From an optimization exercise on the open Yosys and OpenROAD flow, aimed at small area, a short achievable clock period and few clock cycles; shortcuts taken in it are not production practice.
The RTL was checked by simulation tests, not by an equivalence proof against the original design.
Power figures rest on the tool's default switching activity, not on a simulated workload.

$ cat flow/design.v
package sacu_pkg;
    localparam logic [2:0] KIND_ALLOC   = 3'd0;
    localparam logic [2:0] KIND_FREE    = 3'd1;
    localparam logic [2:0] KIND_COMPACT = 3'd2;
    localparam logic [2:0] KIND_WRITE   = 3'd3;
    localparam logic [2:0] KIND_READ    = 3'd4;
    localparam logic [2:0] ST_OK       = 3'd0;
    localparam logic [2:0] ST_OOM      = 3'd1;
    localparam logic [2:0] ST_FULL     = 3'd2;
    localparam logic [2:0] ST_NOTFOUND = 3'd3;
    localparam logic [2:0] ST_BAD      = 3'd4;
endpackage
import sacu_pkg::*;
module segment_allocator_with_compaction_unit (
    input  logic        clk,
    input  logic        rst_n,
    input  logic        s_tvalid,
    output logic        s_tready,
    input  logic [23:0] s_tdata,    
    output logic        m_tvalid,
    input  logic        m_tready,
    output logic [23:0] m_tdata     
);
    function automatic logic [31:0] pfx_or(input logic [31:0] v);
        logic [31:0] r;
        r = v;
        r = r | (r << 1);
        r = r | (r << 2);
        r = r | (r << 4);
        r = r | (r << 8);
        r = r | (r << 16);
        pfx_or = r;
    endfunction
    logic        in_full;
    logic [2:0]  in_kind;
    logic [5:0]  in_sz;
    logic [5:0]  in_m;         
    logic [4:0]  in_a;
    logic [7:0]  in_wd;
    logic        out_valid;
    logic [2:0]  out_st;
    logic [5:0]  out_ra;
    logic [7:0]  out_rd;
    logic [7:0]  mem [32];
    logic [31:0] vld;
    logic [31:0] seg_s;
    logic [31:0] seg_f;
    logic [5:0]  top;
    logic [4:0]  cnt;
    logic [4:0]  nfr;
    logic [32:0] below;        
    logic [31:0] hot_top;      
    logic [31:0] hot_a;        
    logic [31:0] ge_a;         
    always_comb
    begin
        for (int p = 0; p < 32; p++)
        begin
            below[p]   = (6'(p) < top);
            hot_top[p] = (6'(p) == top);
            hot_a[p]   = (5'(p) == in_a);
            ge_a[p]    = (5'(p) >= in_a);
        end
        below[32] = 1'b0;
    end
    logic        sz_zero;
    logic        fits;
    logic        can_append;
    logic [32:0] cont;         
    logic [31:0] a1, a2, a4, a8, a16;
    logic [31:0] r0, r1, r2, r3, r4, r5;
    logic [31:0] match;
    logic [31:0] ge_match;
    logic [31:0] first;
    logic        hit;
    logic [4:0]  hit_pos;
    assign sz_zero    = (in_sz == 6'd0);
    assign fits       = (7'(top) + 7'(in_sz)) <= 7'd32;
    assign can_append = fits && !cnt[4];
    always_comb
    begin
        cont = {1'b0, ~seg_s & below[31:0]};
        a1  = cont[32:1];
        a2  = a1 & (a1 >> 1);
        a4  = a2 & (a2 >> 2);
        a8  = a4 & (a4 >> 4);
        a16 = a8 & (a8 >> 8);
        r0 = ~cont[32:1];
        r1 = in_m[0] ? (a1  & (r0 >> 1))  : r0;
        r2 = in_m[1] ? (a2  & (r1 >> 2))  : r1;
        r3 = in_m[2] ? (a4  & (r2 >> 4))  : r2;
        r4 = in_m[3] ? (a8  & (r3 >> 8))  : r3;
        r5 = in_m[4] ? (a16 & (r4 >> 16)) : r4;
        match    = in_m[5] ? 32'd0 : (seg_s & seg_f & r5);
        ge_match = pfx_or(match);
        first    = match & ~(ge_match << 1);
        hit      = ge_match[31];
        hit_pos  = '0;
        for (int p = 0; p < 32; p++)
            if (first[p]) hit_pos = hit_pos | 5'(p);
    end
    logic        found;
    logic        was_free;
    logic [31:0] free_mask;
    assign found    = |(seg_s & hot_a);
    assign was_free = |(seg_f & hot_a);
    assign free_mask = ge_a & ~pfx_or(seg_s & (ge_a << 1)) & below[31:0];
    logic [31:0] ge_f;
    logic [31:0] low_hot;
    logic [31:0] shift;
    logic        any_f;
    logic        tail_run;
    logic [4:0]  low_f;
    always_comb
    begin
        ge_f     = pfx_or(seg_f);
        any_f    = ge_f[31];
        low_hot  = seg_f & ~(ge_f << 1);
        shift    = ge_f & below[31:0];
        tail_run = !(|(seg_s & ~seg_f & ge_f));
        low_f    = '0;
        for (int p = 0; p < 32; p++)
            if (low_hot[p]) low_f = low_f | 5'(p);
    end
    logic       go;            
    logic       done;          
    logic       op_append, op_reuse, op_free, op_write, op_step, op_tail, op_cend;
    logic [2:0] res_st;
    logic [5:0] res_ra;
    logic [7:0] res_rd;
    assign go = in_full && (!out_valid || m_tready);
    always_comb
    begin
        op_append = 1'b0;
        op_reuse  = 1'b0;
        op_free   = 1'b0;
        op_write  = 1'b0;
        op_step   = 1'b0;
        op_tail   = 1'b0;
        op_cend   = 1'b0;
        done      = go;
        res_st    = ST_BAD;
        res_ra    = '0;
        res_rd    = '0;
        case (in_kind)
            KIND_ALLOC:
            begin
                if (!sz_zero)
                begin
                    if (can_append)
                    begin
                        op_append = go;
                        res_st    = ST_OK;
                        res_ra    = top;
                    end
                    else if (hit)
                    begin
                        op_reuse = go;
                        res_st   = ST_OK;
                        res_ra   = 6'(hit_pos);
                    end
                    else
                    begin
                        res_st = fits ? ST_FULL : ST_OOM;
                    end
                end
            end
            KIND_FREE:
            begin
                op_free = go && found;
                res_st  = found ? ST_OK : ST_NOTFOUND;
            end
            KIND_COMPACT:
            begin
                res_st = ST_OK;
                if (!any_f)
                begin
                    res_ra  = top;
                    op_cend = go;
                end
                else if (tail_run)
                begin
                    res_ra  = 6'(low_f);
                    op_tail = go;
                    op_cend = go;
                end
                else
                begin
                    op_step = go;
                    done    = 1'b0;
                end
            end
            KIND_WRITE:
            begin
                op_write = go;
                res_st   = ST_OK;
            end
            KIND_READ:
            begin
                res_st = ST_OK;
                for (int p = 0; p < 32; p++)
                    res_rd = res_rd | (mem[p] & {8{hot_a[p] && vld[p]}});
            end
            default:
            begin
            end
        endcase
    end
    assign s_tready = !in_full || done;
    always_ff @(posedge clk or negedge rst_n)
    begin
        if (!rst_n)
        begin
            in_full   <= 1'b0;
            out_valid <= 1'b0;
        end
        else
        begin
            if (s_tvalid && s_tready)
                in_full <= 1'b1;
            else if (done)
                in_full <= 1'b0;
            if (done)
                out_valid <= 1'b1;
            else if (m_tready)
                out_valid <= 1'b0;
        end
    end
    always_ff @(posedge clk)
    begin
        if (s_tvalid && s_tready)
        begin
            in_kind <= s_tdata[2:0];
            in_sz   <= s_tdata[8:3];
            in_m    <= s_tdata[8:3] - 6'd1;
            in_a    <= s_tdata[13:9];
            in_wd   <= s_tdata[21:14];
        end
        if (done)
        begin
            out_st <= res_st;
            out_ra <= res_ra;
            out_rd <= res_rd;
        end
    end
    assign m_tvalid = out_valid;
    assign m_tdata  = {7'd0, out_rd, out_ra, out_st};
    always_ff @(posedge clk)
    begin
        for (int p = 0; p < 32; p++)
            if (op_write && hot_a[p])
                mem[p] <= in_wd;
        for (int p = 0; p < 31; p++)
            if (op_step && shift[p])
                mem[p] <= mem[p + 1];
    end
    always_ff @(posedge clk or negedge rst_n)
    begin
        if (!rst_n)
        begin
            vld   <= '0;
            seg_s <= '0;
            seg_f <= '0;
            top   <= '0;
            cnt   <= '0;
            nfr   <= '0;
        end
        else
        begin
            for (int p = 0; p < 32; p++)
            begin
                if (op_write && hot_a[p])
                    vld[p] <= 1'b1;
                else if ((op_free && free_mask[p]) || (op_tail && shift[p]))
                    vld[p] <= 1'b0;
                else if (op_step && shift[p])
                    vld[p] <= (p < 31) ? (vld[p < 31 ? p + 1 : p] && below[p + 1]) : 1'b0;
                if (op_append && hot_top[p])
                    seg_s[p] <= 1'b1;
                else if (op_tail && shift[p])
                    seg_s[p] <= 1'b0;
                else if (op_step && shift[p])
                    seg_s[p] <= (p < 31) ? ((low_hot[p] || seg_s[p < 31 ? p + 1 : p]) && below[p + 1]) : 1'b0;
                if (op_free && hot_a[p])
                    seg_f[p] <= 1'b1;
                else if ((op_reuse && first[p]) || (op_tail && shift[p]))
                    seg_f[p] <= 1'b0;
                else if (op_step && shift[p])
                    seg_f[p] <= (p < 31) ? ((low_hot[p] && !seg_s[p < 31 ? p + 1 : p]) || seg_f[p < 31 ? p + 1 : p]) && below[p + 1] : 1'b0;
            end
            if (op_append)
            begin
                top <= top + in_sz;
                cnt <= cnt + 5'd1;
            end
            if (op_reuse)
                nfr <= nfr - 5'd1;
            if (op_free && !was_free)
                nfr <= nfr + 5'd1;
            if (op_step)
                top <= top - 6'd1;
            if (op_tail)
                top <= {1'b0, low_f};
            if (op_cend)
            begin
                cnt <= cnt - nfr;
                nfr <= '0;
            end
        end
    end
endmodule
$ cat flow/run.sh
#!/bin/bash
# synth_recipe.tcl (not shown) runs the flow's synth.tcl, then flattens the netlist and writes it again
# the make line also repeats each setting of config.mk as NAME=value (left out here)
make -C /OpenROAD-flow-scripts/flow DESIGN_CONFIG=/design/flow/config.mk WORK_HOME=/design/flow/orfs CLKGATE_MAP_FILE= SYNTH_SCRIPT=/design/flow/synth_recipe.tcl finish
$ cat flow/config.mk
export PLATFORM = sky130hd
export DESIGN_NAME = segment_allocator_with_compaction_unit
export DESIGN_NICKNAME = segment_allocator_with_compaction_unit
export VERILOG_FILES = /design/flow/design.v
export SDC_FILE = /design/flow/constraint.sdc
export NUM_CORES = 4
export LEC_CHECK = 0
export CAP_MARGIN = 20
export CORE_MARGIN = 2
export CORE_UTILIZATION = 40
export SLEW_MARGIN = 20
$ cat flow/constraint.sdc
create_clock -name core_clock -period 6.0 [get_ports {clk}]
set_input_delay 1.2000 -clock core_clock [delete_from_list [all_inputs] [get_ports {clk}]]
set_output_delay 1.2000 -clock core_clock [all_outputs]
set_load 0.01 [all_outputs]
==> run notes <==
==> critical path, stage by stage, from the launching register on <==
cell and delay [ps]:
dfrtp_1 530, nor4_1 650, and4_1 590, nand2_1 360, o2bb2ai_1 220, a2111o_1 410, nor4b_4 380, o21ai_0 200
nand2_1 180, clkdlybuf4s50_1 550
==> worst min path at each step <==
| stage | from | to | slack, ps | cells after the start |
|---|---|---|---|---|
| 3_5_place_dp | nfr[0] | nfr[0] | 500 | 1 |
| 2_1_floorplan | cnt[2] | cnt[2] | 460 | 2 |
| 3_3_place_gp | cnt[2] | cnt[2] | 470 | 2 |
| 5_1_grt | nfr[0] | nfr[0] | 520 | 1 |
| 4_1_cts | nfr[0] | nfr[0] | 510 | 1 |
| 6_report | nfr[0] | nfr[0] | 510 | 1 |
==> power groups by stage <==
| stage | registers [W] | clock network, W | logic, W |
|---|---|---|---|
| floorplan | 0.00353 | 0 | 0.00333 |
| global placement | 0.00379 | 0 | 0.00571 |
| detailed placement | 0.00380 | 0 | 0.00574 |
| CTS | 0.00374 | 0.00322 | 0.00577 |
| global route | 0.00378 | 0.00333 | 0.00631 |
| finish | 0.00377 | 0.00320 | 0.00612 |
==> layout make-up <==
class / count / area share
Tap cell: 950 / 0.0355
Multi-Input combinational cell: 2451 / 0.468
Antenna cell: 4 / 0.000299
Inverter: 69 / 0.00774
Sequential cell: 415 / 0.355
Timing Repair Buffer: 343 / 0.0824
Clock inverter: 37 / 0.0128
Clock buffer: 56 / 0.0380
==> synthesized netlist by cell type, types with 51 or more instances <==
master    number
nand2_1      408
edfxtp_1     301
nor2_1       243
mux2_2       202
clkbuf_1     186
o21ai_0      175
a21oi_1      148
dfrtp_1      114
nand3_1      107
nor3_1       107
a22oi_1       84
inv_1         64
o22ai_1       61
and3_1        56
nand4_1       56
nor4_1        52
buf_2         51
==> registers in the layout (all words and copies together) (netlist names) <==
signal / flops
mem: 256
seg_f: 32
seg_s: 32
vld: 32
in_wd: 8
out_rd: 8
in_m: 6
in_sz: 6
out_ra: 6
top: 6
cnt: 5
in_a: 5
nfr: 5
in_kind: 3
out_st: 3
in_full: 1
out_valid: 1
==> metrics by stage <==
stage          instances  instance area (sq um)  hold slack (ps)
2_1_floorplan       3219                  29000              456
3_3_place_gp        4226                  31700              473
3_5_place_dp        4226                  31700              502
4_1_cts             4319                  33400              510
5_1_grt             4321                  33500              524
6_report            4325                  33500              509
==> kinds of logic (layout without fill, tap and decap cells) <==
family          Yosys count  count (layout)  share of synthesized area
mux                     217             217                     0.0835
compound gates          929             929                      0.223
fa+ha+maj                21              21                    0.00983
flops                   415             415                      0.410
buf+inv                 353             505                     0.0544
simple gates           1262            1262                      0.215
xor+xnor                 15              15                    0.00453
other cells               1              11                   0.000129
==> layer usage <==
metal,GRT usage,vias up,share of wire
li1,-,12500,-
met1,0.606,15500,0.41
met2,0.573,2587,0.39
met3,0.176,348,0.16
met4,0.120,8,0.032
met5,0,-,0.00034
==> results.tsv <==
metric	value	unit
nets	3379	
regToRegSetupSlack	340	ps
grt_pass1_wl	223000	um
p_per_area	391	nW/um^2
rsz0062_at_grt	false	
area_growth	15.4	%
grt_pass1_vias	28700	
synth_seq_area_share	0.410	
regArea	11900	sq um
final_cell_mix	nand2_1 (408), edfxtp_1 (301), buf_4 (293)	
vias	30900	
post-route-period-util	0.981	
final_common_cell	nand2_1	
clockPowerShare	0.244	
power_frac_seq	0.288	
finalHoldViolCount	0	
grt_max_degree	43	
synth_area_leaders	edfxtp_1 (31%), dfrtp_1 (9.8%), mux2_2 (7.8%), nand2_1 (5.3%), nor2_1 (3.1%)	
hold_buffers	0	
syn_area	29000	sq um
r2r_end	out_ra[3]	
gp_congestion	1.09	
pwr-share-comb	0.468	
die-area	74700	sq um
maxCapViolCount	0	
multi_input_area	15700	sq um
place_hpwl	127000	um
r2r_cells	16	
chipWidth	273	um
worst_slew_pin_slew	1230	ps
startpoint	seg_f[13]	
rr_startpoint	top[0]	
ys_types	106	
antenna_found_initial	11	
nFillCells	6959	
ir_worst_vdd	0.000306	V
die_h	273	um
max_freq	170	MHz
crit_type	flip-flop to output port	
clock_path_buffers	3	
overflow	0	
wire_per_inst	37.2	um
power	0.0131	W
cts_setup_buffers	0	
synth-edff-count	301	
fp.coreArea	71600	sq um
first_pass_iters	8	
drive_above_1_share	0.196	
end_kind	output port	
cts.clk_slew.worst_paths	60	ps
place_ws	478	ps
period_minus_slack	5890	ps
portBuffers	44	
cp_max_fo	9	
cts_tree	done	
core.rowCount	98	
worstSkewPairLatency	640	ps
drtIter0Drc	5537	
track_usage	0.422	
maxSlewViolCount	0	
critical_path_required	4800	ps
power.switching	0.00605	W
synth_largest_area_cell	edfxtp_1	
root_buffer	clkbuf_16	
post_cts_resized	0	
clock_sinks	415	
swShare	0.462	
worst_slack	112	ps
leakage	12.5	nW
htree_levels	2	
async_flop_share	0.275	
worstPathArrival	4690	ps
start_util	0.405	
syn_inst	3213	
intPower	0.00705	W
relSlewSlack	0.170	
cts_made_buffers	50	
synth_area_per_cell	9.03	sq um
start_kind	flip-flop	
via_per_inst	7.15	
ios	54	
fin_util	0.468	
ys.flop_type	edfxtp_1	
fin_skew	43.9	ps
crit_end	s_tready	
ys_seq_elements	415	
min_path_type	flip-flop to flip-flop	
drt_wl_total	161000	um
antenna_left	0	
synth_top_area_share	0.311	
setup_tns	0	ps
setup_violations	0	
status	timing/DRC/antenna clean	
yosysWarnings	2	
drc	0	
Testbench counts, summed over its fixed seeds: cycles 16,342.

## port drivers added, routing unchanged
The results above use ideal ports. As a check the final layout listed here was re-extracted and re-timed, cells and wires unchanged.
Step 1 sets driving cells, clkbuf_16 on the clock port and buf_2 on the other inputs (assumed; they add their load-dependent delay and slew).
Step 2, shift: input delay + t, output delay - t, t = (earliest + latest rising clock arrival at the registers) / 2. This alone moves slack from input paths to output paths.
Three values: no drivers, after step 1, after step 2; two values: the first two.
t, ns: 0.678
setup WS [ns]: 0.112 / 0.047 / 0.338
worst data-port slew with drivers (ns): 0.06
pins driven straight from the clock port: 1
After both steps this run still meets setup and hold. The setup slack of this run moves by -0.065 ns with the drivers and by +0.226 ns with both steps.
